Context: an optimization exercise on an open-source flow, tuned for small area, a short achievable clock period and few clock cycles. The choices shown serve that exercise and are no tape-out recipe.
Function was checked by simulation only, so behaviour that the tests miss may differ from the original.
Power and IR drop assume default switching activity.

==> design.v <==
`default_nettype none
package stt_pkg;
  typedef enum logic [2:0] {
    OP_ALLOC = 3'd0,
    OP_FREE  = 3'd1,
    OP_BIND  = 3'd2,
    OP_SET   = 3'd3,
    OP_TICK  = 3'd4
  } op_e;
  typedef enum logic [1:0] {
    KIND_GRANT = 2'd0,
    KIND_FAIL  = 2'd1,
    KIND_FIRE  = 2'd2
  } kind_e;
  typedef enum logic [1:0] {
    STATUS_FREE  = 2'd0,
    STATUS_ALLOC = 2'd1,
    STATUS_ARMED = 2'd2
  } status_e;
  typedef struct packed {
    logic [2:0]  op;
    logic [4:0]  timer_index;
    logic [3:0]  queue_id;
    logic [7:0]  payload;
    logic [31:0] delay_ticks;
  } in_req_t;
  typedef struct packed {
    logic [1:0] kind;
    logic [4:0] entry;
    logic [3:0] dest_queue;
    logic [7:0] fire_data;
    logic       last;
  } out_rsp_t;
  typedef struct packed {
    status_e     status;
    logic [31:0] deadline;
    logic [3:0]  queue;
    logic [7:0]  data;
  } entry_t;
  localparam int unsigned EntryWidth = 46;   
endpackage
`default_nettype wire
`default_nettype none
import stt_pkg::*;
module software_timer_table_unit #(
  parameter int unsigned NUM_TIMERS = 32
) (
  input  wire logic              clk_i,
  input  wire logic              rst_ni,
  input  wire logic              in_valid_i,
  output logic                   in_stall_o,
  input  wire logic [51:0]       in_req_i,
  output logic                   out_valid_o,
  input  wire logic              out_stall_i,
  output logic      [19:0]       out_rsp_o
);
  localparam int N = 32;
  localparam int F = 3;        
  localparam int L = 6;        
  localparam int HB = 32 - L;
  logic        a_v;
  logic [51:0] a_req;
  logic        is_alloc, is_free, is_bind, is_set, is_tick;   
  logic        hz_q;           
  logic        blk_q;          
  logic [4:0]  idx;
  logic [3:0]  qid;
  logic [7:0]  pay;
  logic [31:0] dly;
  assign idx = a_req[48:44];
  assign qid = a_req[43:40];
  assign pay = a_req[39:32];
  assign dly = a_req[31:0];
  logic [31:0]  cnt_q;           
  logic [31:0]  cnt2_q;          
  logic         nz_q;            
  logic [N-1:0] free_q;          
  logic [N-1:0] armed_q;         
  logic [N-1:0] fn_q;            
  logic [N-1:0] bound_q;         
  logic [L-1:0]  dlo_q [N];      
  logic [HB-1:0] rh_q  [N];      
  logic [4:0]    rot_q;
  logic [N-1:0]  hq_q;           
  logic [N-1:0]  hn_q;           
  logic [3:0]   queue_q [N];
  logic [7:0]   data_q  [N];
  logic         w_v;
  logic [4:0]   w_idx;
  logic [31:0]  w_sum;           
  logic         w_fn;            
  logic         w_d0, w_d1, w_c; 
  logic [4:0]   w_slot;          
  logic         w_hq, w_hn;      
  logic [N-1:0] fm_q [F];        
  logic [F-1:0] ff_q;            
  logic [F-1:0] fx_q;            
  logic [F-1:0] fv_q;            
  logic [F-1:0] f1_q;            
  logic [1:0]   rd_q, wr_q;
  logic [1:0]   fc_q;            
  logic [N-1:0] h_q;             
  logic         hv_q, hf_q, hx_q;
  logic         h1_q;            
  logic [N-1:0] pf_q;            
  logic        e_v;
  logic [1:0]  e_kind;
  logic [4:0]  e_idx;
  logic        e_last;
  logic        ov_q;
  logic [19:0] orsp_q;          
  logic [19:0] ohold_q;         
  logic ffull;
  assign ffull = (fc_q == 2'(F));
  logic exec;
  assign exec = a_v && !blk_q;
  logic [N-1:0] wsel, whit;      
  always_comb
    for (int i = 0; i < N; i++) begin
      wsel[i] = (idx == 5'(i));
      whit[i] = w_v && (w_idx == 5'(i));
    end
  function automatic logic [N-1:0] below_any(input logic [N-1:0] v);
    logic [N-1:0] p;
    p = v;
    for (int s = 1; s < N; s = s * 2)
      p = p | (p << s);
    below_any = p << 1;
  endfunction
  logic [N-1:0] fsel;
  assign fsel = free_q & ~below_any(free_q);
  logic [N-1:0] fire;
  assign fire = armed_q & (fn_q | (whit & {N{w_fn}}));
  logic fire_any;                
  assign fire_any = |(armed_q & fn_q) || (w_v && w_fn);
  logic [HB-1:0] ht, ht1;
  logic [HB-1:0] ht1_q;          
  assign ht  = cnt2_q[31:L];
  assign ht1 = ht1_q;
  logic [N-1:0] fn_n;
  logic         w_eqn;
  assign w_eqn = (w_sum[L-1:0] == cnt2_q[L-1:0]) && w_hq;
  assign w_hq  = (w_sum[31:L] == ht);
  assign w_hn  = (w_sum[31:L] == ht1);
  always_comb
    for (int i = 0; i < N; i++)
      fn_n[i] = whit[i] ? w_eqn : ((dlo_q[i] == cnt2_q[L-1:0]) && hq_q[i]);
  logic roll;                    
  assign roll = (cnt2_q[L-1:0] == '1);
  logic scan_n;                  
  assign scan_n = (rh_q[0] == ht1);
  logic [32:0] sum;
  assign sum = {1'b0, dly} + {1'b0, cnt_q};
  assign w_fn = w_d1 || ((w_c || w_d0) && nz_q);
  logic do_alloc, do_tick, do_set, do_bind, do_free;
  assign do_alloc = exec && is_alloc;
  assign do_tick  = exec && is_tick;
  assign do_set   = exec && is_set;
  assign do_bind  = exec && is_bind;
  assign do_free  = exec && is_free;
  logic         fwrite, fpush;
  assign fwrite = exec && (is_alloc || is_tick) && (fc_q != 2'(F));
  assign fpush  = do_alloc || (do_tick && fire_any);
  logic [N-1:0] hbelow, hsel;
  assign hbelow = below_any(h_q);
  assign hsel   = h_q & ~hbelow;
  logic hmore;                   
  assign hmore = !h1_q;
  function automatic logic le1(input logic [N-1:0] v);
    logic [N-1:0] a, m;
    a = v;
    m = '0;
    for (int w = 1; w < N; w = w * 2)
      for (int i = 0; i + w < N; i = i + 2 * w) begin
        m[i] = m[i] | m[i + w] | (a[i] & a[i + w]);
        a[i] = a[i] | a[i + w];
      end
    le1 = !m[0];
  endfunction
  function automatic logic le2(input logic [N-1:0] v);
    logic [N-1:0] a, m, t;
    a = v;
    m = '0;
    t = '0;
    for (int w = 1; w < N; w = w * 2)
      for (int i = 0; i + w < N; i = i + 2 * w) begin
        t[i] = t[i] | t[i + w] | (m[i] & a[i + w]) | (a[i] & m[i + w]);
        m[i] = m[i] | m[i + w] | (a[i] & a[i + w]);
        a[i] = a[i] | a[i + w];
      end
    le2 = !t[0];
  endfunction
  logic [4:0] henc;
  always_comb begin
    henc = '0;
    for (int b = 0; b < 5; b++)
      for (int i = 0; i < N; i++)
        if (((i >> b) & 1) == 1) henc[b] = henc[b] | hsel[i];
  end
  logic opop, e_adv, emit, hdone, hload;
  assign opop  = !ov_q || !out_stall_i;    
  assign e_adv = !e_v || opop;             
  assign emit  = hv_q && e_adv;
  assign hdone = emit && (!hf_q || !hmore);
  assign hload = (!hv_q || hdone) && fv_q[rd_q];
  logic [N-1:0] inq;
  always_comb begin
    inq = (hv_q && hf_q) ? h_q : '0;
    for (int k = 0; k < F; k++)
      if (fv_q[k] && ff_q[k]) inq = inq | fm_q[k];
  end
  logic [3:0]  rq;
  logic [7:0]  rdat;
  logic        rb;
  assign rb   = (e_kind == KIND_FIRE) && bound_q[e_idx];
  assign rq   = rb ? queue_q[e_idx] : 4'd0;
  assign rdat = rb ? data_q[e_idx]  : 8'd0;
  logic push;
  assign push = e_v && opop;
  logic a_take;
  assign a_take = !a_v || exec;
  logic [N-1:0] pf_h;            
  logic [N-1:0] pf_clr;
  always_comb
    for (int i = 0; i < N; i++)
      pf_clr[i] = push && e_kind == KIND_FIRE && e_idx == 5'(i) && !inq[i];
  assign pf_h = (pf_q & ~pf_clr) | (do_tick ? fire : '0);
  logic       nx_v, nx_af, nx_b, nx_hz, nx_full, nx_nofire;
  logic [2:0] nx_op;
  assign nx_op   = a_take ? in_req_i[51:49] : (is_alloc ? OP_ALLOC : (is_tick ? OP_TICK : (is_bind ? OP_BIND : OP_FREE)));
  assign nx_v    = a_take ? in_valid_i : 1'b1;
  assign nx_af   = (nx_op == OP_ALLOC) || (nx_op == OP_TICK);
  assign nx_b    = (nx_op == OP_BIND);
  assign nx_hz   = a_take ? pf_h[in_req_i[48:44]] : pf_h[idx];
  assign nx_full = (fc_q == 2'(F) && !hload) || (fc_q == 2'(F - 1) && fwrite && !hload);
  assign nx_nofire = !fire_any && !do_tick && !do_set;
  always_ff @(posedge clk_i or negedge rst_ni) begin
    if (!rst_ni) begin
      a_v     <= 1'b0;
      blk_q   <= 1'b0;
      w_v     <= 1'b0;
      rot_q   <= '0;
      cnt_q   <= '0;
      cnt2_q  <= 32'd2;
      ht1_q   <= HB'(1);
      nz_q    <= 1'b1;
      free_q  <= '1;
      armed_q <= '0;
      bound_q <= '0;
      rd_q    <= '0;
      wr_q    <= '0;
      fc_q    <= '0;
      fv_q    <= '0;
      hv_q    <= 1'b0;
      pf_q    <= '0;
      e_v     <= 1'b0;
      ov_q    <= 1'b0;
      ohold_q <= '0;
    end else begin
      if (a_take) a_v <= in_valid_i;
      blk_q <= nx_v && ((nx_af && nx_full && !(nx_op == OP_TICK && nx_nofire)) || (nx_b && nx_hz));
      w_v <= do_set;
      rot_q <= rot_q + 5'd1;
      if (do_tick) begin
        cnt_q  <= cnt_q + 32'd1;
        cnt2_q <= cnt2_q + 32'd1;
        nz_q   <= (cnt2_q != 32'd0);
        if (roll) ht1_q <= ht1_q + HB'(1);
      end
      for (int i = 0; i < N; i++) begin
        if (do_alloc && fsel[i]) free_q[i] <= 1'b0;
        if (do_free && wsel[i]) begin
          free_q[i]  <= 1'b1;
          armed_q[i] <= 1'b0;
        end
        if (do_set && wsel[i]) begin
          free_q[i]  <= 1'b0;
          armed_q[i] <= 1'b1;
        end
        if (do_tick && fire[i]) armed_q[i] <= 1'b0;
        if (do_bind && wsel[i]) bound_q[i] <= 1'b1;
      end
      if (fpush) wr_q <= (wr_q == 2'(F - 1)) ? 2'd0 : wr_q + 2'd1;
      if (hload) rd_q <= (rd_q == 2'(F - 1)) ? 2'd0 : rd_q + 2'd1;
      fc_q <= fc_q + 2'(fpush) - 2'(hload);
      for (int k = 0; k < F; k++) begin
        if (fpush && wr_q == 2'(k)) fv_q[k] <= 1'b1;
        else if (hload && rd_q == 2'(k)) fv_q[k] <= 1'b0;
      end
      if (hload)      hv_q <= 1'b1;
      else if (hdone) hv_q <= 1'b0;
      for (int i = 0; i < N; i++) begin
        if (do_tick && fire[i]) pf_q[i] <= 1'b1;
        else if (push && e_kind == KIND_FIRE && e_idx == 5'(i) && !inq[i]) pf_q[i] <= 1'b0;
      end
      if (e_adv) e_v <= emit;
      if (opop)  ov_q <= e_v;
      if (push)  ohold_q <= {e_kind, e_idx, rq, rdat, e_last};
    end
  end
  always_ff @(posedge clk_i) begin
    if (a_take) begin
      a_req    <= in_req_i;
      is_alloc <= (in_req_i[51:49] == OP_ALLOC);
      is_free  <= (in_req_i[51:49] == OP_FREE);
      is_bind  <= (in_req_i[51:49] == OP_BIND);
      is_set   <= (in_req_i[51:49] == OP_SET);
      is_tick  <= (in_req_i[51:49] == OP_TICK);
    end
    hz_q <= nx_hz;
    if (do_set) begin
      w_idx <= idx;
      w_sum <= sum[31:0];
      w_d0  <= (dly == 32'd0);
      w_d1  <= (dly == 32'd1);
      w_c   <= sum[32];
      w_slot <= idx + ~rot_q - 5'd1;
    end
    for (int p = 0; p < N; p++)
      rh_q[p] <= (w_v && w_slot == 5'(p)) ? (w_sum[31:L] ^ {HB{(p % 2) == 1}}) : ~rh_q[(p + 1) % N];
    for (int i = 0; i < N; i++) begin
      if (whit[i]) dlo_q[i] <= w_sum[L-1:0];
      if (do_tick && roll) hq_q[i] <= whit[i] ? w_hn : hn_q[i];
      else if (whit[i])    hq_q[i] <= w_hq;
      if (whit[i])                   hn_q[i] <= w_hn;
      else if (rot_q == 5'(i)) hn_q[i] <= scan_n;
      if (do_tick)                  fn_q[i] <= fn_n[i];
      else if (do_set && wsel[i])   fn_q[i] <= 1'b0;
      else if (whit[i])             fn_q[i] <= w_fn;
      if (do_bind && wsel[i]) begin
        queue_q[i] <= qid;
        data_q[i]  <= pay;
      end
    end
    for (int k = 0; k < F; k++) begin
      if (fwrite && wr_q == 2'(k)) begin
        fm_q[k] <= is_tick ? fire : fsel;
        ff_q[k] <= is_tick;
        fx_q[k] <= !(|free_q);
        f1_q[k] <= !is_tick || le1(fire);
      end
    end
    if (hload)     h1_q <= f1_q[rd_q];
    else if (emit) h1_q <= le2(h_q);
    if (hload) begin
      h_q  <= fm_q[rd_q];
      hf_q <= ff_q[rd_q];
      hx_q <= fx_q[rd_q];
    end else if (emit) begin
      h_q  <= h_q & hbelow;
    end
    if (emit) begin
      e_kind <= hf_q ? KIND_FIRE : (hx_q ? KIND_FAIL : KIND_GRANT);
      e_idx  <= henc;
      e_last <= !hf_q || !hmore;
    end
    orsp_q <= push ? {e_kind, e_idx, rq, rdat, e_last} : ohold_q;
  end
  assign in_stall_o  = blk_q;
  assign out_valid_o = ov_q;
  assign out_rsp_o   = orsp_q;
endmodule
`default_nettype wire
==> run.sh <==
#!/bin/bash
# synth_recipe.tcl (not shown) runs the flow's synth.tcl, then flattens the netlist and writes it again
# the make line also repeats each setting of config.mk as NAME=value (left out here)
make -C /OpenROAD-flow-scripts/flow DESIGN_CONFIG=/design/flow/config.mk WORK_HOME=/design/flow/orfs CLKGATE_MAP_FILE= SYNTH_SCRIPT=/design/flow/synth_recipe.tcl finish
==> config.mk <==
export PLATFORM = sky130hd
export DESIGN_NAME = software_timer_table_unit
export DESIGN_NICKNAME = software_timer_table_unit
export VERILOG_FILES = /design/flow/design.v
export SDC_FILE = /design/flow/constraint.sdc
export NUM_CORES = 4
export LEC_CHECK = 0
export CAP_MARGIN = 20
export CORE_MARGIN = 2
export CORE_UTILIZATION = 65
export CTS_CLUSTER_DIAMETER = 60
export CTS_CLUSTER_SIZE = 30
export SETUP_SLACK_MARGIN = 5.0
export SLEW_MARGIN = 20
==> constraint.sdc <==
create_clock -name core_clock -period 8.0 [get_ports {clk_i}]
set_input_delay 1.6000 -clock core_clock [delete_from_list [all_inputs] [get_ports {clk_i}]]
set_output_delay 1.6000 -clock core_clock [all_outputs]
set_load 0.01 [all_outputs]
==> results of run 1 <==
==> what timing repair did <==
action	in CTS	in global routing
setup buffers	30	47
cloned	2	1
gates resized for setup	161	122
pin swaps	6	31
endpoints found under the setup margin	466	291
endpoints found under the hold margin	0	0
==> cell usage in the layout (no fill, tap or decap), types with 131 or more instances in the layout <==
cell type | netlist | routed
sky130_fd_sc_hd__a21oi_1 | 616 | 610
sky130_fd_sc_hd__a22oi_1 | 160 | 160
sky130_fd_sc_hd__buf_4 | 1 | 234
sky130_fd_sc_hd__clkbuf_16 | 0 | 143
sky130_fd_sc_hd__dfrtp_1 | 224 | 216
sky130_fd_sc_hd__dfxtp_1 | 852 | 844
sky130_fd_sc_hd__edfxtp_1 | 919 | 919
sky130_fd_sc_hd__mux2i_1 | 432 | 431
sky130_fd_sc_hd__nand2_1 | 424 | 415
sky130_fd_sc_hd__nand3_1 | 139 | 134
sky130_fd_sc_hd__nand4_1 | 131 | 131
sky130_fd_sc_hd__nor2_1 | 700 | 663
sky130_fd_sc_hd__o21ai_0 | 243 | 219
sky130_fd_sc_hd__xnor2_1 | 215 | 215
sky130_fd_sc_hd__xor2_1 | 179 | 179
==> final timing paths <==
path	to	slack, ps	cells after the start
setup reg to reg	fx_q[1]	4830	8
hold reg to reg	rh_q[19][16]	380	1
setup / recovery	fx_q[1]	4830	8
max in group asynchronous	cnt2_q[4]	5530	2
hold / removal	rh_q[19][16]	380	1
min in group asynchronous	hv_q	920	1
==> cell type report <==
class	count	area (sq um)	share of cell area
Timing Repair Buffer	332	2870	0.0327
Clock inverter	92	1080	0.0123
Tap cell	1612	2020	0.0230
Sequential cell	2030	51200	0.585
Inverter	92	345	0.00394
Multi-Input combinational cell	4073	26400	0.302
Antenna cell	4	10.0	0.000114
Clock buffer	152	3630	0.0415
==> cell families after synthesis <==
| family | after synthesis | synth area share |
|---|---|---|
| AO/OA/AOI/OAI | 1419 | 0.111 |
| flip-flops | 2030 | 0.649 |
| adder cells (fa/ha/maj) | 66 | 0.0104 |
| XOR/XNOR | 394 | 0.0437 |
| multiplexers | 452 | 0.0591 |
| buffers and inverters | 561 | 0.0269 |
| AND/OR/NAND/NOR | 1740 | 0.100 |
==> metrics by stage <==
stage | hold WS, ps | util | instance area (sq um) | total power, mW
4_1_cts | 385 | 0.722 | 86700 | 24.6
5_1_grt | 397 | 0.729 | 87600 | 25.8
6_report | 381 | 0.729 | 87600 | 25.0
2_1_floorplan | 383 | - | 79000 | 15.4
3_5_place_dp | 389 | 0.678 | 81500 | 17.0
3_3_place_gp | 386 | 0.678 | 81400 | 17.0
==> where the power goes <==
group / internal (mW) / switching [mW]
logic: 1.77 / 2.97
clock network: 3.76 / 3.79
registers: 11.9 / 0.762
total: 17.4 / 7.52
==> worst reg2reg max path: stages (launching register included) <==
cell and delay (ps):
sky130_fd_sc_hd__dfstp_2 370, sky130_fd_sc_hd__or3_4 370, sky130_fd_sc_hd__or4_4 510, sky130_fd_sc_hd__or3_4 390, sky130_fd_sc_hd__or4_4 480, sky130_fd_sc_hd__nor2_4 140, sky130_fd_sc_hd__nand2_2 90, sky130_fd_sc_hd__or3_4 370
sky130_fd_sc_hd__nor4b_4 250
==> registers in the layout, summed over array words and instances (netlist names), 49 cells and up <==
name,cells
dlo_q,192
queue_q,128
a_req,49
fm_q,96
rh_q,832
data_q,256
==> metal layers <==
metal | global-route usage | vias up | part of all wire
li1 | - | 24021 | -
met1 | 0.522 | 26483 | 0.41
met2 | 0.531 | 3102 | 0.44
met3 | 0.0765 | 485 | 0.11
met4 | 0.120 | 6 | 0.034
met5 | 0 | - | 0.00020
==> reports/qor.txt, run 1 <==
OUTCOME
------------------------------------------------------------------------------------
Status                                                                  complete, no violations

DIE
------------------------------------------------------------------------------------
Num rows                                                                         127
Core Footprint                                                          120000 sq um
Area of the die                                                         124000 sq um
Vertical extent of the die                                                    352 um
Number of primary I/O pins                                                        78
Die outline width                                                             352 um
Initial standard-cell utilization of the core                                  0.657

STA
------------------------------------------------------------------------------------
Setup tns final                                                                 0 ps
Setup repair after global routing missed its margin                              yes
Slew Limit Headroom                                                            0.256
Setup slack after layout                                                     4830 ps
Final number of setup-violating endpoints                                          0
Count of final hold-check violations                                               0
Setup skew after layout                                                      38.2 ps
Final period demand of the worst path                                        3170 ps
Measured slew at the worst slew-check pin                                    1110 ps
Final clock period utilization by the worst path                               0.396
Final number of max-transition violations                                          0
Highest clock rate                                                         0.316 GHz

ROUTING
------------------------------------------------------------------------------------
Routed via count                                                               54.1k
DRT antenna net count                                                              0
Avg WL per Cell                                                              26.7 um
Length of the first detailed-routing pass in iterations                            6
DR vias/cell                                                                    6.45
Final Routed Wirelength                                                       224 mm
Remaining design rule violation count                                              0
Initial detailed-routing violation count                                        7478

LAYOUT
------------------------------------------------------------------------------------
Fraction of layout instances using a drive strength above 1                    0.116
Net count of the finished layout                                                6778
Cell Count, Final, Fillers Out                                                  8387
Filler instances                                                                8290
Area Overhead vs Synth                                                         11.0%

WORST SETUP PATH
------------------------------------------------------------------------------------
Worst Path Required                                                          8600 ps
Crit path launch                                                           free_q[5]
Startpoint class of the critical path                                           flop
Worst-path cell with the longest stage delay                            sky130_fd_sc_hd__or4_4
Critical Path AT                                                             3760 ps
Buf+Inv Stages, Crit Path                                                          0
Cell occurring most often along the worst timing path                   sky130_fd_sc_hd__or3_4
Category of the critical setup timing path                                reg -> reg
Ordered cell list for the critical path                                 or3_4, or4_4, or3_4, or4_4, nor2_4, nand2_2, or3_4, nor4b_4
Critical Path Sink Type                                                         flop
Stage delay of the slowest cell on the critical path                          510 ps
Crit-path leading delay family                                          simple AND/OR/NAND/NOR gates
Highest net fanout along the worst path                                            3
Startpoint of the worst-slack reg-to-reg timing path                       free_q[5]

PWR
------------------------------------------------------------------------------------
Power per cell area                                                      285 nW/um^2
Maximum resistive drop on vdd                                             0.000267 V
Static leakage power                                                         34.0 nW

PLACEMENT
------------------------------------------------------------------------------------
Routability-driven placement congestion ratio                                  0.968
Total placed cells including tap cells                                          8057
Worst slack, placed                                                          3360 ps
HPWL Detailed                                                                 139 mm
IO buf count                                                                      77

SYNTHESIS
------------------------------------------------------------------------------------
Sequential fraction of the synthesis area                                      0.649
Area contributors post-synth                                            sky130_fd_sc_hd__edfxtp_1 35%, sky130_fd_sc_hd__dfxtp_1 22%, sky130_fd_sc_hd__dfrtp_1 7.1%
Net Count, Synth                                                                6775
Post-synthesis instance area                                             78900 sq um
Number of flops mapped to enable cells by yosys                                  919
Cells after Synth                                                               6662
Yosys reg bits                                                                  2030
Leading post-synthesis cells by instance count                          919 x sky130_fd_sc_hd__edfxtp_1, 852 x sky130_fd_sc_hd__dfxtp_1, 700 x sky130_fd_sc_hd__nor2_1
Synth area leader                                                       sky130_fd_sc_hd__edfxtp_1
Number of warnings printed during yosys synthesis                                  6
Prevailing post-synth register cell                                     sky130_fd_sc_hd__edfxtp_1
Mean Syn Cell Area                                                        11.8 sq um
Post-synthesis cell type count                                                    84
Most repeated cell in the gate-level netlist after synthesis            sky130_fd_sc_hd__edfxtp_1
Share of flip-flops with an asynchronous set or reset after synthesis          0.128
Share of the synthesized area in the top cell type                             0.350

WORST HOLD PATH
------------------------------------------------------------------------------------
Source of the worst hold timing path                                    rh_q[20][16]
Hold crit path type                                                       reg -> reg

CLOCKING
------------------------------------------------------------------------------------
Clock sink total                                                                2030
Bufs on Longest Clock Path                                                         3
H-tree levels                                                                      4
Hold_buf cts                                                                       0
Clock insertion delay at the later pin of the skew report                     810 ps
Cts bufs inserted                                                                136
Clock slew at reported path FFs                                               100 ps
Clock tree from TritonCTS                                                       done
Cell at the root of the clock tree                                      sky130_fd_sc_hd__clkbuf_16

GLOBAL ROUTE
------------------------------------------------------------------------------------
Global-route wire length before repair                                        331 mm
Tot GR Track Use                                                               0.356
Number of global-route vias before repair                                      51.0k
GRT Residual Overflow                                                              0
Antenna violations before repair                                                   7
Largest net degree at the start of global routing                                151

FLOW RUN
------------------------------------------------------------------------------------
Max cap viols                                                                      0

Testbench counts, summed over its fixed seeds: cycles 12,859.
==> run 2: changes to the inputs <==
--- a/design.v
+++ b/design.v
@@ -110,4 +110,3 @@
   logic        ov_q;
-  logic [19:0] orsp_q;          
-  logic [19:0] ohold_q;         
+  logic [19:0] orsp_q;
   logic ffull;
@@ -257,3 +256,2 @@
       ov_q    <= 1'b0;
-      ohold_q <= '0;
     end else begin
@@ -297,3 +295,2 @@
       if (opop)  ov_q <= e_v;
-      if (push)  ohold_q <= {e_kind, e_idx, rq, rdat, e_last};
     end
@@ -356,3 +353,3 @@
     end
-    orsp_q <= push ? {e_kind, e_idx, rq, rdat, e_last} : ohold_q;
+    if (push) orsp_q <= {e_kind, e_idx, rq, rdat, e_last};
   end
==> reports/qor.txt, run 2 <==
PWR
-------------------------------------------------------------------------------------
Sw frac                                                                         0.260   -0.0411
Register share of total power                                                   0.548   +0.040
Portion of total power attributed to combinational logic                        0.104   -0.086
Maximum resistive drop on vdd                                              0.000246 V   -8.2%
Static leakage power                                                          33.6 nW   -1.0%
Relative contribution of the clock network to total power                       0.347   +0.045
Power per cell area                                                       249 nW/um^2   -12%
Internal power consumption                                                    16.2 mW   -7.4%
Switching pwr                                                                 5.68 mW   -24%

SYNTHESIS
-------------------------------------------------------------------------------------
Yosys reg bits                                                                   2010   -0.99%
Share of flip-flops with an asynchronous set or reset after synthesis           0.119   -0.00868
Prevailing post-synth register cell                                      sky130_fd_sc_hd__edfxtp_1
Post-synthesis cell type count                                                     85   +1.2%
Most repeated cell in the gate-level netlist after synthesis             sky130_fd_sc_hd__edfxtp_1
Net Count, Synth                                                                 6755   -0.30%
Synth area leader                                                        sky130_fd_sc_hd__edfxtp_1
Area contributors post-synth                                             sky130_fd_sc_hd__edfxtp_1 36%, sky130_fd_sc_hd__dfxtp_1 21%, sky130_fd_sc_hd__dfrtp_1 6.5%
Number of warnings printed during yosys synthesis                                   6   unchanged
Leading post-synthesis cells by instance count                           939 x sky130_fd_sc_hd__edfxtp_1, 832 x sky130_fd_sc_hd__dfxtp_1, 693 x sky130_fd_sc_hd__nor2_1
Cells after Synth                                                                6642   -0.30%
Number of flops mapped to enable cells by yosys                                   939   +2.2%
Share of the synthesized area in the top cell type                              0.358   +0.00815
Sequential fraction of the synthesis area                                       0.646   -0.00284
Mean Syn Cell Area                                                         11.9 sq um   +0.15%
Post-synthesis instance area                                              78800 sq um   -0.15%

CLOCKING
-------------------------------------------------------------------------------------
Hold_buf cts                                                                        0   unchanged
Cell at the root of the clock tree                                       sky130_fd_sc_hd__clkbuf_16
Bufs on Longest Clock Path                                                          3   unchanged
Cts bufs inserted                                                                 136   unchanged
Clock insertion delay at the later pin of the skew report                      810 ps   about the same
H-tree levels                                                                       4   unchanged
Clock slew at reported path FFs                                                 90 ps   about the same
Clock sink total                                                                 2010   -0.99%
Clock tree from TritonCTS                                                        done

WORST SETUP PATH
-------------------------------------------------------------------------------------
Startpoint class of the critical path                                            flop
Startpoint of the worst-slack reg-to-reg timing path                         e_idx[1]
Crit path launch                                                           orsp_q[13]
Worst reg-to-reg path cell count                                                    9   +1
Worst Path Required                                                           6400 ps   -2200 ps
Critical Path Sink Type                                                    output pin
Capture instance of the worst register-to-register path                     orsp_q[2]
Crit-path leading delay family                                             flip-flops
Worst-path cell with the longest stage delay                             sky130_fd_sc_hd__edfxtp_1
Critical Path AT                                                              1610 ps   -2150 ps
Stage delay of the slowest cell on the critical path                           600 ps   +90 ps
Category of the critical setup timing path                                 reg -> out
Highest net fanout along the worst path                                             1   -2
Ordered cell list for the critical path                                         buf_2
Buf+Inv Stages, Crit Path                                                           1   +1
R2R Setup Slk                                                                 4960 ps   +130 ps

STA
-------------------------------------------------------------------------------------
Count of final hold-check violations                                                0   unchanged
Final number of setup-violating endpoints                                           0   unchanged
Final clock period utilization by the worst path                                0.401   +0.00542
Final period demand of the worst path                                         3210 ps   +43.4 ps
Highest clock rate                                                          0.312 GHz   -1.4%
Setup skew after layout                                                       41.3 ps   +3.07 ps
Measured slew at the worst slew-check pin                                     1130 ps   +21.1 ps
Setup tns final                                                                  0 ps   unchanged
Final number of max-transition violations                                           0   unchanged
Slew Limit Headroom                                                             0.242   -0.0141
Setup repair after global routing missed its margin                               yes

DIE
-------------------------------------------------------------------------------------
Number of primary I/O pins                                                         78   unchanged
Vertical extent of the die                                                     352 um   about the same
Num rows                                                                          127   unchanged
Area of the die                                                          124000 sq um   -0.15%
Core Footprint                                                           120000 sq um   unchanged
Initial standard-cell utilization of the core                                   0.656   -0.000979
Die outline width                                                              352 um   about the same

LAYOUT
-------------------------------------------------------------------------------------
Register with the highest flop count                                             rh_q
Leading registers by flop count                                          rh_q (832), data_q (256), dlo_q (192)
Final instance area                                                       87600 sq um   about the same
Area Overhead vs Synth                                                          11.2%
Most frequent standard cell in the layout excluding fill and tap cells   sky130_fd_sc_hd__edfxtp_1
Flip-flop count of the largest register after layout                              832   unchanged
End-of-flow core utilization                                                    0.729   about the same
Net count of the finished layout                                                 6726   -0.77%
Fraction of layout instances using a drive strength above 1                     0.114   -0.00157
Commonest non-fill, non-tap cells in the layout                          939 x sky130_fd_sc_hd__edfxtp_1, 832 x sky130_fd_sc_hd__dfxtp_1, 656 x sky130_fd_sc_hd__nor2_1, 575 x sky130_fd_sc_hd__a21oi_1, 430 x sky130_fd_sc_hd__mux2i_1
Filler instances                                                                 8244   -0.55%

ROUTING
-------------------------------------------------------------------------------------
DRT antenna net count                                                               0   unchanged
Final Routed Wirelength                                                        223 mm   -0.60%
Avg WL per Cell                                                               26.7 um   about the same
Initial detailed-routing violation count                                         7313   -2.2%
Routed via count                                                                54.1k   -0.087%
DR vias/cell                                                                     6.48   +0.50%
Remaining design rule violation count                                               0   unchanged
Length of the first detailed-routing pass in iterations                             7   +1

GLOBAL ROUTE
-------------------------------------------------------------------------------------
GRT Residual Overflow                                                               0   unchanged
Number of global-route vias before repair                                       50.7k   -0.55%
Tot GR Track Use                                                                0.353   -0.00302
Largest net degree at the start of global routing                                 146   -3.3%
Antenna violations before repair                                                    5   -2
Global-route wire length before repair                                         329 mm   -0.65%

WORST HOLD PATH
-------------------------------------------------------------------------------------
Source of the worst hold timing path                                      rh_q[27][4]
Hold Crit Endpoint                                                        rh_q[26][4]
Hold crit path type                                                        reg -> reg
Hold depth                                                                          1   unchanged

PLACEMENT
-------------------------------------------------------------------------------------
DP Area                                                                   81200 sq um   -0.33%
Routability-driven placement congestion ratio                                   0.996   +2.9%
HPWL Detailed                                                                  144 mm   +3.9%
IO buf count                                                                       77   unchanged

FLOW RUN
-------------------------------------------------------------------------------------
Max cap viols                                                                       0   unchanged

OUTCOME
-------------------------------------------------------------------------------------
Status                                                                   complete, no violations

## run 2: cell count changes after synthesis, sizes merged, moves of 19 or more
cell | before | now
xnor2 | 215 | 259
o2bb2ai | 2 | 22
xor2 | 179 | 132
a32oi | 4 | 26
dfrtp | 224 | 204
a22oi | 160 | 225
a22o | 81 | 42
nor3 | 56 | 75
edfxtp | 919 | 939
nand3 | 139 | 204
a21oi | 616 | 578
o21ai | 253 | 217
nand2 | 425 | 368
dfxtp | 852 | 832
## run 2: power groups by stage
stage / sequential (mW) / clock, mW / combinational (mW)
final: 12.0 / 7.59 / 2.28
after detailed placement: 12.2 / 0 / 2.10
after CTS: 11.9 / 7.64 / 2.20
after floorplan: 12.0 / 0 / 1.45
after global routing: 12.0 / 8.02 / 2.46
after global placement: 12.2 / 0 / 2.06
## run 2: cell families (layout without fill, tap and decap cells)
family / Yosys count / in the layout / synth area share
flip-flops: 2010 / 2010 / 0.646
XOR/XNOR: 391 / 391 / 0.0435
other: 0 / 2 / 0
buffers and inverters: 573 / 651 / 0.0277
AO/OA/AOI/OAI: 1375 / 1375 / 0.108
adder cells (fa/ha/maj): 66 / 66 / 0.0104
AND/OR/NAND/NOR: 1777 / 1781 / 0.105
multiplexers: 450 / 450 / 0.0594
## run 2: layout make-up
class,count,area [sq um],share of cell area
Clock inverter,96,1200,0.0137
Sequential cell,2010,50900,0.581
Timing Repair Buffer,304,2600,0.0297
Antenna cell,2,5.00,0.0000572
Tap cell,1612,2020,0.0230
Clock buffer,153,3590,0.0410
Inverter,98,368,0.00420
Multi-Input combinational cell,4063,26900,0.307
## run 2: what timing repair did
action / 4_1_cts / 5_1_grt
setup buffers: 36 / 32
pin swaps: 17 / 22
setup endpoints to repair: 314 / 272
gates resized for setup: 218 / 73
gates cloned: 3 / 2
## run 2: metrics by stage
stage / power [mW] / std cells / hold WS [ps] / worst slack, ps
CTS: 21.8 / 8300 / 378 / 4800
detailed placement: 14.3 / 8012 / 389 / 3280
finish: 21.8 / 8338 / 389 / 4790
global placement: 14.2 / 8012 / 385 / 3350
floorplan: 13.4 / 6642 / 383 / 4270
global route: 22.5 / 8337 / 391 / 4740
## run 2: worst max-delay path by stage
stage / end / slack (ps) / depth (start not counted)
floorplan: blk_q / 4270 / 6
detailed placement: h1_q / 3280 / 10
CTS: out_rsp_o[15] / 4800 / 1
global placement: h1_q / 3350 / 10
global route: out_rsp_o[15] / 4740 / 1
finish: out_rsp_o[13] / 4790 / 1
## run 2: metal layers
layer / share of wire / up-vias / GRT usage
met5: 0.00016 / - / 0
met2: 0.43 / 3058 / 0.510
met4: 0.041 / 6 / 0.138
met3: 0.12 / 588 / 0.0949
met1: 0.41 / 26418 / 0.512
li1: - / 23980 / -
## run 2: worst reg2reg max path, delay by kind of cell, from the launching register on
kind                   cells  cell delay, ps
DFF                        1             420
and+or+nand+nor            5            1650
buffers and inverters      2             560
AOI/OAI and AO/OA          2             190
Testbench counts of run 2, summed over its fixed seeds: cycles 12,859.
==> run 3: changes to the inputs <==
--- a/design.v
+++ b/design.v
@@ -234,3 +234,4 @@
   assign nx_full = (fc_q == 2'(F) && !hload) || (fc_q == 2'(F - 1) && fwrite && !hload);
-  assign nx_nofire = !fire_any && !do_tick && !do_set;
+  assign nx_nofire = do_tick ? !(|(armed_q & ~fire & fn_n))
+                             : (!(|(armed_q & fn_q)) && !(w_v && w_fn) && !do_set);
   always_ff @(posedge clk_i or negedge rst_ni) begin
==> reports/qor.txt, run 3 <==
OUTCOME
-------------------------------------------------------------------------------------
Status                                                                   complete, no violations

ROUTING
-------------------------------------------------------------------------------------
Routed via count                                                                56.0k   +3.6%
Avg WL per Cell                                                               28.6 um   +6.9%
Length of the first detailed-routing pass in iterations                            10   +3
Remaining design rule violation count                                               0   unchanged
Final Routed Wirelength                                                        243 mm   +9.0%
DR vias/cell                                                                     6.58   +1.6%
Initial detailed-routing violation count                                         7267   -0.63%
DRT antenna net count                                                               0   unchanged

CLOCKING
-------------------------------------------------------------------------------------
Cell at the root of the clock tree                                       sky130_fd_sc_hd__clkbuf_16
Clock sink total                                                                 2010   unchanged
Bufs on Longest Clock Path                                                          3   unchanged
Clock slew at reported path FFs                                                100 ps   about the same
Cts bufs inserted                                                                 138   +1.5%
Clock tree from TritonCTS                                                        done
Hold_buf cts                                                                        0   unchanged
H-tree levels                                                                       4   unchanged
Clock insertion delay at the later pin of the skew report                      830 ps   +20 ps

SYNTHESIS
-------------------------------------------------------------------------------------
Net Count, Synth                                                                 6836   +1.2%
Number of flops mapped to enable cells by yosys                                   939   unchanged
Yosys reg bits                                                                   2010   unchanged
Prevailing post-synth register cell                                      sky130_fd_sc_hd__edfxtp_1
Most repeated cell in the gate-level netlist after synthesis             sky130_fd_sc_hd__edfxtp_1
Cells after Synth                                                                6723   +1.2%
Leading post-synthesis cells by instance count                           939 x sky130_fd_sc_hd__edfxtp_1, 832 x sky130_fd_sc_hd__dfxtp_1, 714 x sky130_fd_sc_hd__nor2_1
Synth area leader                                                        sky130_fd_sc_hd__edfxtp_1
Post-synthesis cell type count                                                     97   +14%
Mean Syn Cell Area                                                         11.8 sq um   -0.45%
Number of warnings printed during yosys synthesis                                   6   unchanged
Post-synthesis instance area                                              79400 sq um   +0.77%
Share of flip-flops with an asynchronous set or reset after synthesis           0.119   unchanged
Sequential fraction of the synthesis area                                       0.641   -0.00493
Area contributors post-synth                                             sky130_fd_sc_hd__edfxtp_1 36%, sky130_fd_sc_hd__dfxtp_1 21%, sky130_fd_sc_hd__dfrtp_1 6.4%
Share of the synthesized area in the top cell type                              0.355   -0.00273

STA
-------------------------------------------------------------------------------------
Final number of max-transition violations                                           0   unchanged
Final period demand of the worst path                                         3180 ps   -30.4 ps
Setup slack after layout                                                      4820 ps   +30.4 ps
Setup tns final                                                                  0 ps   unchanged
Slew Limit Headroom                                                             0.196   -0.0461
Setup skew after layout                                                       48.6 ps   +7.31 ps
Measured slew at the worst slew-check pin                                     1200 ps   +68.9 ps
Final number of setup-violating endpoints                                           0   unchanged
Count of final hold-check violations                                                0   unchanged
Final clock period utilization by the worst path                                0.397   -0.00380
Highest clock rate                                                          0.315 GHz   +0.96%
Fin Hold WS                                                                    379 ps   -10.0 ps
Setup repair after global routing missed its margin                               yes

GLOBAL ROUTE
-------------------------------------------------------------------------------------
Fraction of met2 tracks used by global routing                                  0.612   +0.102
Antenna violations before repair                                                   10   +5
GR met1 Demand/Resource                                                         0.489   -0.0225
Number of global-route vias before repair                                       52.9k   +4.3%
Met3 GRT Util                                                                  0.0847   -0.0102
Global-route wire length before repair                                         352 mm   +6.9%
Tot GR Track Use                                                                0.382   +0.0290
Largest net degree at the start of global routing                                 125   -14%
GRT Residual Overflow                                                               0   unchanged
Layer carrying the most global-route usage                                       met2

WORST HOLD PATH
-------------------------------------------------------------------------------------
Hold depth                                                                          1   unchanged
Hold crit path type                                                        reg -> reg
Source of the worst hold timing path                                     rh_q[19][24]
Hold Crit Endpoint                                                       rh_q[18][24]

LAYOUT
-------------------------------------------------------------------------------------
Area of the multi-input gates                                             27300 sq um   +1.5%
Most frequent standard cell in the layout excluding fill and tap cells   sky130_fd_sc_hd__edfxtp_1
Register with the highest flop count                                             rh_q
Cell Count, Final, Fillers Out                                                   8503   +2.0%
Net count of the finished layout                                                 6862   +2.0%
Flip-flop count of the largest register after layout                              832   unchanged
Filler instances                                                                 8378   +1.6%
Area Overhead vs Synth                                                          11.8%
Commonest non-fill, non-tap cells in the layout                          939 x sky130_fd_sc_hd__edfxtp_1, 832 x sky130_fd_sc_hd__dfxtp_1, 677 x sky130_fd_sc_hd__nor2_1, 583 x sky130_fd_sc_hd__a21oi_1, 455 x sky130_fd_sc_hd__mux2i_1
FF/Latch Area                                                             50900 sq um   about the same
Leading registers by flop count                                          rh_q (832), data_q (256), dlo_q (192)
Fraction of layout instances using a drive strength above 1                     0.124   +0.00956
Final instance area                                                       88700 sq um   +1.4%

PLACEMENT
-------------------------------------------------------------------------------------
Routability-driven placement congestion ratio                                    1.01   +1.1%
HPWL Detailed                                                                  158 mm   +9.6%
Worst slack, placed                                                           3710 ps   +432 ps
DP Area                                                                   81900 sq um   +0.88%
IO buf count                                                                       77   unchanged
Total placed cells including tap cells                                           8128   +1.4%

DIE
-------------------------------------------------------------------------------------
Core Footprint                                                           122000 sq um   +1.2%
Initial standard-cell utilization of the core                                   0.653   -0.00271
Number of primary I/O pins                                                         78   unchanged
Area of the die                                                          125000 sq um   +0.76%
Die outline width                                                              353 um   +0.38%
Vertical extent of the die                                                     353 um   +0.38%
Num rows                                                                          128   +0.79%

WORST SETUP PATH
-------------------------------------------------------------------------------------
Category of the critical setup timing path                                 reg -> reg
Critical Path AT                                                              3840 ps   +2230 ps
Worst reg-to-reg path cell count                                                    9   unchanged
Startpoint class of the critical path                                            flop
Capture instance of the worst register-to-register path                         blk_q
R2R Setup Slk                                                                 4820 ps   -140 ps
Critical Path Sink Type                                                          flop
Startpoint of the worst-slack reg-to-reg timing path                         w_idx[3]
Worst Path Required                                                           8670 ps   +2270 ps
Highest net fanout along the worst path                                            10   +9
Crit path launch                                                             w_idx[3]

FLOW RUN
-------------------------------------------------------------------------------------
Max cap viols                                                                       0   unchanged

PWR
-------------------------------------------------------------------------------------
Static leakage power                                                          34.9 nW   +3.9%
Maximum resistive drop on vdd                                              0.000285 V   +16%
Power per cell area                                                       285 nW/um^2   +14%

[run 3: cell types whose count changed in the layout (fill, tap and decap cells not counted), moves of 28 or more]
cell | before | now
sky130_fd_sc_hd__nand4_1 | 121 | 168
sky130_fd_sc_hd__a22oi_1 | 216 | 185
sky130_fd_sc_hd__buf_4 | 203 | 238
sky130_fd_sc_hd__nand3_1 | 199 | 170
sky130_fd_sc_hd__o21ai_0 | 211 | 239
[run 3: through the flow]
stage,power [mW],util
2_1_floorplan,15.2,-
3_3_place_gp,16.9,0.673
3_5_place_dp,16.9,0.674
4_1_cts,24.9,0.722
5_1_grt,26.0,0.730
6_report,25.3,0.730
[run 3: power breakdown]
group | internal [mW] | total, mW | switching, mW | leakage, nW
Clock | 3.85 | 7.84 | 3.99 | 2.40
Combinational | 1.78 | 4.88 | 3.10 | 13.8
Sequential | 11.8 | 12.6 | 0.753 | 18.7
[run 3: logic make-up (layout without fill, tap and decap cells)]
logic type / count (synthesis) / after routing / share of synthesized area
other: 0 / 11 / 0
buffers and inverters: 562 / 703 / 0.0272
multiplexers: 471 / 471 / 0.0613
adder cells (fa/ha/maj): 69 / 69 / 0.0107
flip-flops: 2010 / 2010 / 0.641
XOR/XNOR: 394 / 394 / 0.0435
AND/OR/NAND/NOR: 1815 / 1818 / 0.108
AO/OA/AOI/OAI: 1402 / 1402 / 0.108
[run 3: critical path: stages, from the launching register on]
cell and delay [ps]:
sky130_fd_sc_hd__edfxtp_1 540, sky130_fd_sc_hd__and2_1 370, sky130_fd_sc_hd__nand2_1 320, sky130_fd_sc_hd__inv_1 320, sky130_fd_sc_hd__a221oi_1 520, sky130_fd_sc_hd__nand3_1 140, sky130_fd_sc_hd__o211ai_1 190, sky130_fd_sc_hd__nand4_1 240
sky130_fd_sc_hd__a21oi_1 290, sky130_fd_sc_hd__o211ai_1 110
[run 3: worst max path at each step]
stage	end	slack, ps
5_1_grt	blk_q	4820
3_3_place_gp	fc_q[1]	3670
3_5_place_dp	fc_q[1]	3710
2_1_floorplan	blk_q	4770
6_report	blk_q	4820
4_1_cts	blk_q	4860
[run 3: layer usage]
metal  routed length (um)  part of all wire
met1                88900              0.37
met2               114000              0.47
met3                25200              0.10
met4                15000             0.062
met5                   23          0.000095
[run 3: final cells by class]
type	count	area share
sequential	2010	0.573
tap	1625	0.0229
clock inverter	104	0.0150
antenna	11	0.000310
timing repair buffer	355	0.0352
clock buffer	154	0.0414
inverter	90	0.00417
multi-input combinational	4154	0.308
[run 3: what timing repair did]
action	in CTS	in global routing
setup buffers	40	55
endpoints found under the setup margin	202	148
pin swaps	23	26
gates resized for setup	235	95
cloned	3	3
Testbench counts of run 3, summed over its fixed seeds: cycles 12,772.
==> run 4: changes to the inputs <==
--- a/design.v
+++ b/design.v
@@ -110,3 +110,4 @@
   logic        ov_q;
-  logic [19:0] orsp_q;
+  logic [19:0] orsp_q;          
+  logic [19:0] ohold_q;         
   logic ffull;
@@ -129,3 +130,14 @@
   logic [N-1:0] fsel;
-  assign fsel = free_q & ~below_any(free_q);
+  logic [3:0]   fgrp;
+  always_comb begin
+    for (int j = 0; j < 4; j++) fgrp[j] = |free_q[8*j +: 8];
+    for (int j = 0; j < 4; j++)
+      for (int b = 0; b < 8; b++) begin
+        logic lower;
+        lower = 1'b0;
+        for (int c = 0; c < b; c++) lower = lower | free_q[8*j + c];
+        for (int g = 0; g < j; g++) lower = lower | fgrp[g];
+        fsel[8*j + b] = free_q[8*j + b] && !lower;
+      end
+  end
   logic [N-1:0] fire;
@@ -234,4 +246,3 @@
   assign nx_full = (fc_q == 2'(F) && !hload) || (fc_q == 2'(F - 1) && fwrite && !hload);
-  assign nx_nofire = do_tick ? !(|(armed_q & ~fire & fn_n))
-                             : (!(|(armed_q & fn_q)) && !(w_v && w_fn) && !do_set);
+  assign nx_nofire = !fire_any && !do_tick && !do_set;
   always_ff @(posedge clk_i or negedge rst_ni) begin
@@ -257,2 +268,3 @@
       ov_q    <= 1'b0;
+      ohold_q <= '0;
     end else begin
@@ -296,2 +308,3 @@
       if (opop)  ov_q <= e_v;
+      if (push)  ohold_q <= {e_kind, e_idx, rq, rdat, e_last};
     end
@@ -336,3 +349,3 @@
         ff_q[k] <= is_tick;
-        fx_q[k] <= !(|free_q);
+        fx_q[k] <= !(|fgrp);
         f1_q[k] <= !is_tick || le1(fire);
@@ -354,3 +367,3 @@
     end
-    if (push) orsp_q <= {e_kind, e_idx, rq, rdat, e_last};
+    orsp_q <= push ? {e_kind, e_idx, rq, rdat, e_last} : ohold_q;
   end
==> reports/qor.txt, run 4 <==
OUTCOME
-------------------------------------------------------------------------------------
Status                                                                   complete, no violations

WORST SETUP PATH
-------------------------------------------------------------------------------------
Critical Path Sink Type                                                          flop
Crit path launch                                                             w_idx[3]
R2R Setup Slk                                                                 4950 ps   +130 ps
Critical path capture point                                                     blk_q
Stages on the worst setup path                                                     10   +1
Stage delay of the slowest cell on the critical path                           540 ps   about the same
Crit-path leading delay family                                           simple AND/OR/NAND/NOR gates
Worst-path cell with the longest stage delay                             sky130_fd_sc_hd__edfxtp_1
Cell occurring most often along the worst timing path                    sky130_fd_sc_hd__or4_1
Worst reg-to-reg path cell count                                                   10   +1
Category of the critical setup timing path                                 reg -> reg
Buf+Inv Stages, Crit Path                                                           2   +1
Ordered cell list for the critical path                                  clkbuf_2, nand4bb_1, nor4_1, o21ai_0, buf_4, o2bb2ai_2, o32ai_2, or4_1, or4_1, nand4_1
Highest net fanout along the worst path                                             7   -3
Worst Path Required                                                           8700 ps   +30 ps
Critical Path AT                                                              3760 ps   -80 ps
Startpoint of the worst-slack reg-to-reg timing path                         w_idx[3]
Capture instance of the worst register-to-register path                         blk_q
Startpoint class of the critical path                                            flop

STA
-------------------------------------------------------------------------------------
Setup tns final                                                                  0 ps   unchanged
Final clock period utilization by the worst path                                0.381   -0.0159
Count of final hold-check violations                                                0   unchanged
Highest clock rate                                                          0.328 GHz   +4.2%
Final number of max-transition violations                                           0   unchanged
Slew Limit Headroom                                                             0.246   +0.0499
Setup skew after layout                                                       47.9 ps   -0.679 ps
Setup repair after global routing missed its margin                               yes
Measured slew at the worst slew-check pin                                     1130 ps   -73.1 ps
Final period demand of the worst path                                         3050 ps   -127 ps
Final number of setup-violating endpoints                                           0   unchanged

PLACEMENT
-------------------------------------------------------------------------------------
IO buf count                                                                       77   unchanged
Total placed cells including tap cells                                           8084   -0.54%
DP Area                                                                   81700 sq um   -0.26%
Routability-driven placement congestion ratio                                   0.987   -1.9%
HPWL Detailed                                                                  143 mm   -9.5%

ROUTING
-------------------------------------------------------------------------------------
Length of the first detailed-routing pass in iterations                             6   -4
Remaining design rule violation count                                               0   unchanged
Initial detailed-routing violation count                                         7273   +0.083%
Avg WL per Cell                                                               27.4 um   -4.2%
DRT antenna net count                                                               0   unchanged
Routed via count                                                                54.7k   -2.4%
DR vias/cell                                                                     6.51   -1.1%
Final Routed Wirelength                                                        230 mm   -5.4%

SYNTHESIS
-------------------------------------------------------------------------------------
Area contributors post-synth                                             sky130_fd_sc_hd__edfxtp_1 35%, sky130_fd_sc_hd__dfxtp_1 22%, sky130_fd_sc_hd__dfrtp_1 7.1%
Number of warnings printed during yosys synthesis                                   6   unchanged
Mean Syn Cell Area                                                         11.8 sq um   +0.18%
Synth area leader                                                        sky130_fd_sc_hd__edfxtp_1
Most repeated cell in the gate-level netlist after synthesis             sky130_fd_sc_hd__edfxtp_1
Post-synthesis instance area                                              79200 sq um   -0.19%
Prevailing post-synth register cell                                      sky130_fd_sc_hd__edfxtp_1
Cells after Synth                                                                6698   -0.37%
Share of flip-flops with an asynchronous set or reset after synthesis           0.128   +0.00868
Post-synthesis cell type count                                                     85   -12%
Number of flops mapped to enable cells by yosys                                   919   -2.1%
Net Count, Synth                                                                 6811   -0.37%
Share of the synthesized area in the top cell type                              0.348   -0.00691
Sequential fraction of the synthesis area                                       0.646   +0.00499
Leading post-synthesis cells by instance count                           919 x sky130_fd_sc_hd__edfxtp_1, 852 x sky130_fd_sc_hd__dfxtp_1, 686 x sky130_fd_sc_hd__nor2_1
Yosys reg bits                                                                   2030   +1.0%

CLOCKING
-------------------------------------------------------------------------------------
Clock sink total                                                                 2030   +1.0%
Clock insertion delay at the later pin of the skew report                      810 ps   -20 ps
Cts bufs inserted                                                                 135   -2.2%
H-tree levels                                                                       4   unchanged
Bufs on Longest Clock Path                                                          3   unchanged
Clock tree from TritonCTS                                                        done
Cell at the root of the clock tree                                       sky130_fd_sc_hd__clkbuf_16
Hold_buf cts                                                                        0   unchanged
Clock slew at reported path FFs                                                 90 ps   about the same

DIE
-------------------------------------------------------------------------------------
Vertical extent of the die                                                     353 um   about the same
Die outline width                                                              353 um   about the same
Number of primary I/O pins                                                         78   unchanged
Initial standard-cell utilization of the core                                   0.653   about the same
Num rows                                                                          128   unchanged
Area of the die                                                          125000 sq um   -0.19%
Core Footprint                                                           121000 sq um   -0.13%

PWR
-------------------------------------------------------------------------------------
Register share of total power                                                   0.510   +0.013
Relative contribution of the clock network to total power                       0.301   -0.009
Power per cell area                                                       286 nW/um^2   +0.36%
Portion of total power attributed to combinational logic                        0.188   -0.005
Sw frac                                                                         0.306   -0.00451
Switching pwr                                                                 7.69 mW   -2.0%
Maximum resistive drop on vdd                                              0.000298 V   +4.4%
Final Power                                                                   25.1 mW   -0.55%
Static leakage power                                                          33.8 nW   -3.3%
Internal power consumption                                                    17.4 mW   +0.10%

LAYOUT
-------------------------------------------------------------------------------------
Most frequent standard cell in the layout excluding fill and tap cells   sky130_fd_sc_hd__edfxtp_1
Area Overhead vs Synth                                                          11.0%
Register with the highest flop count                                             rh_q
Flip-flop count of the largest register after layout                              832   unchanged
Cell Count, Final, Fillers Out                                                   8395   -1.3%
End-of-flow core utilization                                                    0.724   -0.00566
Commonest non-fill, non-tap cells in the layout                          919 x sky130_fd_sc_hd__edfxtp_1, 846 x sky130_fd_sc_hd__dfxtp_1, 646 x sky130_fd_sc_hd__nor2_1, 587 x sky130_fd_sc_hd__a21oi_1, 422 x sky130_fd_sc_hd__mux2i_1
Leading registers by flop count                                          rh_q (832), data_q (256), dlo_q (192)
Net count of the finished layout                                                 6772   -1.3%
Filler instances                                                                 8356   -0.26%
Fraction of layout instances using a drive strength above 1                     0.116   -0.00794
Final instance area                                                       87900 sq um   -0.91%

WORST HOLD PATH
-------------------------------------------------------------------------------------
Source of the worst hold timing path                                     rh_q[31][17]
Hold crit path type                                                        reg -> reg

FLOW RUN
-------------------------------------------------------------------------------------
Max cap viols                                                                       0   unchanged

GLOBAL ROUTE
-------------------------------------------------------------------------------------
Tot GR Track Use                                                                0.363   -0.0185
Antenna violations before repair                                                    8   -2
Number of global-route vias before repair                                       51.6k   -2.3%
Largest net degree at the start of global routing                                 146   +17%
GRT Residual Overflow                                                               0   unchanged
Global-route wire length before repair                                         338 mm   -3.8%

## run 4: cell count changes in the layout (fill, tap and decap cells not counted), sizes merged, moves of 31 or more
cell    change
a221oi     +31
a22o       +34
a22oi      -62
buf        -68
mux2i      -33
nand2      +58
nand4      -53
o21ai      -34
## run 4: power groups by stage
stage | logic (mW) | clock network [mW] | registers (mW)
CTS | 4.45 | 7.62 | 12.8
finish | 4.74 | 7.58 | 12.8
floorplan | 3.00 | 0 | 12.5
global placement | 4.19 | 0 | 13.0
global route | 5.05 | 8.00 | 12.9
detailed placement | 4.27 | 0 | 13.0
## run 4: worst min path at each step
stage,to,slack [ps],cells past startpoint
floorplan,rh_q[0][10],380,1
global placement,rh_q[12][10],390,1
detailed placement,rh_q[22][20],390,1
CTS,rh_q[30][17],390,1
global route,rh_q[13][3],400,1
finish,rh_q[30][17],390,1
## run 4: metal layers
layer  global-route usage  share of wire  up-vias
li1                     -              -    24175
met4                0.148          0.044        8
met1                0.514           0.40    26941
met2                0.554           0.45     2968
met5                    0        0.00023        -
met3               0.0739           0.11      572
## run 4: cells by family after synthesis
family | count (synthesis) | synth area share
flops | 2030 | 0.646
simple gates | 1775 | 0.103
compound gates | 1421 | 0.112
buf+inv | 572 | 0.0272
mux | 446 | 0.0583
xor+xnor | 392 | 0.0433
fa+ha+maj | 62 | 0.00982
## run 4: through the flow
step / hold slack, ps / setup slack [ps]
2_1_floorplan: 383 / 4720
3_3_place_gp: 385 / 3500
3_5_place_dp: 390 / 3470
4_1_cts: 389 / 4910
5_1_grt: 396 / 4840
6_report: 391 / 4950
## run 4: repair_timing
item,in CTS,in global routing
setup endpoints to repair,358,179
resized for setup,170,121
pin swaps,16,30
hold endpoints to repair,0,0
cloned,2,3
setup buffers,21,36
## run 4: area by class of cell
cell class	instances	area [sq um]	area share
flip-flops and latches	2030	51200	0.582
multi-input cells	4098	26900	0.306
well taps	1625	2030	0.0231
clock inverters	90	1070	0.0121
diodes	2	5.00	0.0000569
inverters	91	358	0.00407
clock buffers	156	3700	0.0421
repair buffers	303	2660	0.0303
Testbench counts of run 4, summed over its fixed seeds: cycles 12,859.
==> run 5: changes to the inputs <==
--- a/design.v
+++ b/design.v
@@ -110,4 +110,3 @@
   logic        ov_q;
-  logic [19:0] orsp_q;          
-  logic [19:0] ohold_q;         
+  logic [19:0] orsp_q;
   logic ffull;
@@ -152,3 +151,3 @@
   logic         w_eqn;
-  assign w_eqn = (w_sum[L-1:0] == cnt2_q[L-1:0]) && w_hq;
+  assign w_eqn = (w_sum == cnt2_q);
   assign w_hq  = (w_sum[31:L] == ht);
@@ -172,3 +171,3 @@
   logic         fwrite, fpush;
-  assign fwrite = exec && (is_alloc || is_tick) && (fc_q != 2'(F));
+  assign fwrite = exec && (is_alloc || is_tick);
   assign fpush  = do_alloc || (do_tick && fire_any);
@@ -238,3 +237,3 @@
   assign pf_h = (pf_q & ~pf_clr) | (do_tick ? fire : '0);
-  logic       nx_v, nx_af, nx_b, nx_hz, nx_full, nx_nofire;
+  logic       nx_v, nx_af, nx_b, nx_hz, nx_full;
   logic [2:0] nx_op;
@@ -246,3 +245,2 @@
   assign nx_full = (fc_q == 2'(F) && !hload) || (fc_q == 2'(F - 1) && fwrite && !hload);
-  assign nx_nofire = !fire_any && !do_tick && !do_set;
   always_ff @(posedge clk_i or negedge rst_ni) begin
@@ -268,6 +266,5 @@
       ov_q    <= 1'b0;
-      ohold_q <= '0;
     end else begin
       if (a_take) a_v <= in_valid_i;
-      blk_q <= nx_v && ((nx_af && nx_full && !(nx_op == OP_TICK && nx_nofire)) || (nx_b && nx_hz));
+      blk_q <= nx_v && ((nx_af && nx_full) || (nx_b && nx_hz));
       w_v <= do_set;
@@ -308,3 +305,2 @@
       if (opop)  ov_q <= e_v;
-      if (push)  ohold_q <= {e_kind, e_idx, rq, rdat, e_last};
     end
@@ -367,3 +363,3 @@
     end
-    orsp_q <= push ? {e_kind, e_idx, rq, rdat, e_last} : ohold_q;
+    if (push) orsp_q <= {e_kind, e_idx, rq, rdat, e_last};
   end
==> reports/qor.txt, run 5 <==
OUTCOME
-------------------------------------------------------------------------------------
Status                                                                   complete, no violations

STA
-------------------------------------------------------------------------------------
Setup slack after layout                                                      4950 ps   +5.45 ps
Fin Hold WS                                                                    361 ps   -29.4 ps
Final period demand of the worst path                                         3050 ps   -5.45 ps
Count of final hold-check violations                                                0   unchanged
Setup repair after global routing missed its margin                               yes
Final number of max-transition violations                                           0   unchanged
Setup skew after layout                                                       50.1 ps   +2.18 ps
Measured slew at the worst slew-check pin                                     1200 ps   +72.4 ps
Final number of setup-violating endpoints                                           0   unchanged
Final clock period utilization by the worst path                                0.381   -0.000681
Setup tns final                                                                  0 ps   unchanged
Highest clock rate                                                          0.328 GHz   +0.18%
Slew Limit Headroom                                                             0.199   -0.0475

GLOBAL ROUTE
-------------------------------------------------------------------------------------
Number of global-route vias before repair                                       51.1k   -1.1%
Tot GR Track Use                                                                0.353   -0.0102
GRT Residual Overflow                                                               0   unchanged
Antenna violations before repair                                                    5   -3
Global-route wire length before repair                                         328 mm   -2.9%
Largest net degree at the start of global routing                                 166   +14%

ROUTING
-------------------------------------------------------------------------------------
Length of the first detailed-routing pass in iterations                             6   unchanged
Remaining design rule violation count                                               0   unchanged
Routed via count                                                                53.7k   -1.8%
Final Routed Wirelength                                                        222 mm   -3.4%
DRT antenna net count                                                               0   unchanged
Avg WL per Cell                                                               26.7 um   -2.5%
DR vias/cell                                                                     6.45   -0.96%
Initial detailed-routing violation count                                         6448   -11%

SYNTHESIS
-------------------------------------------------------------------------------------
Post-synthesis cell type count                                                     88   +3.5%
Cells after Synth                                                                6631   -1.0%
Area contributors post-synth                                             sky130_fd_sc_hd__edfxtp_1 36%, sky130_fd_sc_hd__dfxtp_1 21%, sky130_fd_sc_hd__dfrtp_1 6.5%
Share of flip-flops with an asynchronous set or reset after synthesis           0.119   -0.00868
Leading post-synthesis cells by instance count                           939 x sky130_fd_sc_hd__edfxtp_1, 832 x sky130_fd_sc_hd__dfxtp_1, 717 x sky130_fd_sc_hd__nor2_1
Synth area leader                                                        sky130_fd_sc_hd__edfxtp_1
Prevailing post-synth register cell                                      sky130_fd_sc_hd__edfxtp_1
Sequential fraction of the synthesis area                                       0.647   about the same
Most repeated cell in the gate-level netlist after synthesis             sky130_fd_sc_hd__edfxtp_1
Number of warnings printed during yosys synthesis                                   6   unchanged
Net Count, Synth                                                                 6744   -0.98%
Mean Syn Cell Area                                                         11.9 sq um   +0.33%
Yosys reg bits                                                                   2010   -0.99%
Number of flops mapped to enable cells by yosys                                   939   +2.2%
Post-synthesis instance area                                              78700 sq um   -0.67%
Share of the synthesized area in the top cell type                              0.358   +0.00999

WORST SETUP PATH
-------------------------------------------------------------------------------------
Stage delay of the slowest cell on the critical path                           710 ps   +170 ps
Crit path launch                                                                  w_v
Critical Path Sink Type                                                          flop
Critical path capture point                                                     blk_q
Worst Path Required                                                           8660 ps   -40 ps
Ordered cell list for the critical path                                  nand2b_1, nor2_2, a41oi_1, buf_4, o2bb2ai_1, mux2_2, o21ai_0, or3_1, o311ai_1
Worst reg-to-reg path cell count                                                    9   -1
Worst-path cell with the longest stage delay                             sky130_fd_sc_hd__dfrtp_1
Capture instance of the worst register-to-register path                         blk_q
Startpoint class of the critical path                                            flop
Highest net fanout along the worst path                                            12   +5
Critical Path AT                                                              3710 ps   -50 ps
Startpoint of the worst-slack reg-to-reg timing path                              w_v
Category of the critical setup timing path                                 reg -> reg
R2R Setup Slk                                                                 4950 ps   about the same

DIE
-------------------------------------------------------------------------------------
Area of the die                                                          124000 sq um   -0.66%
Die outline width                                                              352 um   -0.33%
Num rows                                                                          127   -0.78%
Vertical extent of the die                                                     352 um   -0.33%
Initial standard-cell utilization of the core                                   0.656   +0.00332
Core Footprint                                                           120000 sq um   -1.2%
Number of primary I/O pins                                                         78   unchanged

CLOCKING
-------------------------------------------------------------------------------------
Clock tree from TritonCTS                                                        done
Clock insertion delay at the later pin of the skew report                      820 ps   about the same
Cts bufs inserted                                                                 133   -1.5%
Cell at the root of the clock tree                                       sky130_fd_sc_hd__clkbuf_16
Hold_buf cts                                                                        0   unchanged
Clock slew at reported path FFs                                                110 ps   +20 ps
Clock sink total                                                                 2010   -0.99%
Bufs on Longest Clock Path                                                          3   unchanged
H-tree levels                                                                       4   unchanged

LAYOUT
-------------------------------------------------------------------------------------
Fraction of layout instances using a drive strength above 1                     0.107   -0.00865
Cell Count, Final, Fillers Out                                                   8323   -0.86%
End-of-flow core utilization                                                    0.723   -0.00103
Leading registers by flop count                                          rh_q (832), data_q (256), dlo_q (192)
Area Overhead vs Synth                                                          10.3%
Most frequent standard cell in the layout excluding fill and tap cells   sky130_fd_sc_hd__edfxtp_1
Commonest non-fill, non-tap cells in the layout                          939 x sky130_fd_sc_hd__edfxtp_1, 832 x sky130_fd_sc_hd__dfxtp_1, 683 x sky130_fd_sc_hd__nor2_1, 615 x sky130_fd_sc_hd__a21oi_1, 425 x sky130_fd_sc_hd__mux2i_1
Register with the highest flop count                                             rh_q
Net count of the finished layout                                                 6717   -0.81%
Flip-flop count of the largest register after layout                              832   unchanged
Final instance area                                                       86800 sq um   -1.3%

PLACEMENT
-------------------------------------------------------------------------------------
Routability-driven placement congestion ratio                                   0.955   -3.3%
HPWL Detailed                                                                  139 mm   -3.0%
DP Area                                                                   81200 sq um   -0.61%
IO buf count                                                                       77   unchanged
Total placed cells including tap cells                                           8019   -0.80%
Worst slack, placed                                                           3790 ps   +316 ps

WORST HOLD PATH
-------------------------------------------------------------------------------------
Hold crit path type                                                        reg -> reg
Source of the worst hold timing path                                      rh_q[31][1]

PWR
-------------------------------------------------------------------------------------
Power per cell area                                                       280 nW/um^2   -1.9%
Final Power                                                                   24.3 mW   -3.2%
Static leakage power                                                          34.2 nW   +1.2%
Maximum resistive drop on vdd                                              0.000261 V   -12%

FLOW RUN
-------------------------------------------------------------------------------------
Max cap viols                                                                       0   unchanged

-- run 5: cell families (layout without fill, tap and decap cells) --
logic type	Yosys count	in the layout	share of synthesized area
fa+ha+maj	66	66	0.0104
compound gates	1435	1435	0.112
simple gates	1712	1712	0.101
other cells	0	3	0
mux	442	442	0.0583
flops	2010	2010	0.647
xor+xnor	396	396	0.0441
buf+inv	570	647	0.0276
-- run 5: worst min path at each step --
stage	end	slack, ps	depth (start not counted)
global route	rh_q[30][1]	380	1
CTS	rh_q[30][1]	370	1
finish	rh_q[30][1]	360	1
floorplan	rh_q[0][12]	380	1
global placement	rh_q[18][25]	380	1
detailed placement	rh_q[14][23]	390	1
-- run 5: per-layer routing --
metal  track usage  up-vias  part of all wire
li1              -    23914                 -
met1         0.495    26345              0.40
met2         0.550     2880              0.46
met3        0.0660      530              0.10
met4         0.138        4             0.042
met5             0        -           0.00011
-- run 5: timing repair --
item                       in CTS  in global routing
pin swaps                       6                 25
buffers inserted               15                 39
setup endpoints to repair     237                142
gates resized for setup       147                 64
gates cloned                    0                  4
-- run 5: report_power, final --
group / internal, mW / total (mW) / switching (mW)
logic: 1.61 / 4.44 / 2.82
registers: 11.8 / 12.6 / 0.725
clock network: 3.58 / 7.33 / 3.75
total: 17.0 / 24.3 / 7.30
-- run 5: layout make-up --
class,instances,area [sq um]
clock inverters,90,1060
well taps,1612,2020
repair buffers,302,2620
fillers,8311,33200
multi-input cells,4051,26300
diodes,3,7.51
clock buffers,149,3510
inverters,106,399
flip-flops and latches,2010,50900
-- run 5: worst max-delay path: cells and delay by family (launching register included) --
family	cells	cell delay (ps)
simple gates	3	1210
flops	1	710
compound gates	4	590
buf+inv	1	230
mux	1	180
Testbench counts of run 5, summed over its fixed seeds: cycles 12,954.

==> what the ideal ports hide <==
The flow's constraints put no driver on any port. The routed layouts listed below were extracted and timed again, unchanged, in two steps.
Step 1 (the two cells are an assumption about what drives the block):
set clk [get_ports {clk_i}]
set_driving_cell -lib_cell sky130_fd_sc_hd__clkbuf_16 $clk
set_driving_cell -lib_cell sky130_fd_sc_hd__buf_2 [delete_from_list [all_inputs] $clk]
Step 2 adds t to the input delays and takes it off the output delays; t is the mean of the earliest and latest rising clock arrival at the registers after step 1. Input paths then give back, and output paths get back, about the clock's delay inside the block.
Slacks: no drivers / after step 1 / after step 2; pairs: no drivers / after step 1.
run	t, ns	setup WS [ns]	worst hold slack (ns)	cell pins on the clock port's net
run 1	0.859	4.835 / 4.835 / 4.144	0.381 / 0.381 / 0.381	1
run 2	0.873	4.791 / 4.706 / 4.256	0.389 / 0.389 / 0.389	1
run 3	0.895	4.822 / 4.822 / 4.026	0.379 / 0.379 / 0.379	1
run 4	0.866	4.949 / 4.947 / 4.090	0.391 / 0.391 / 0.391	1
run 5	0.867	4.955 / 4.946 / 4.243	0.361 / 0.361 / 0.361	1
After both steps setup and hold are still met in every run listed. For run 4, which loses most, drivers alone change the setup slack by -0.002 ns; drivers and shift together by -0.859 ns.
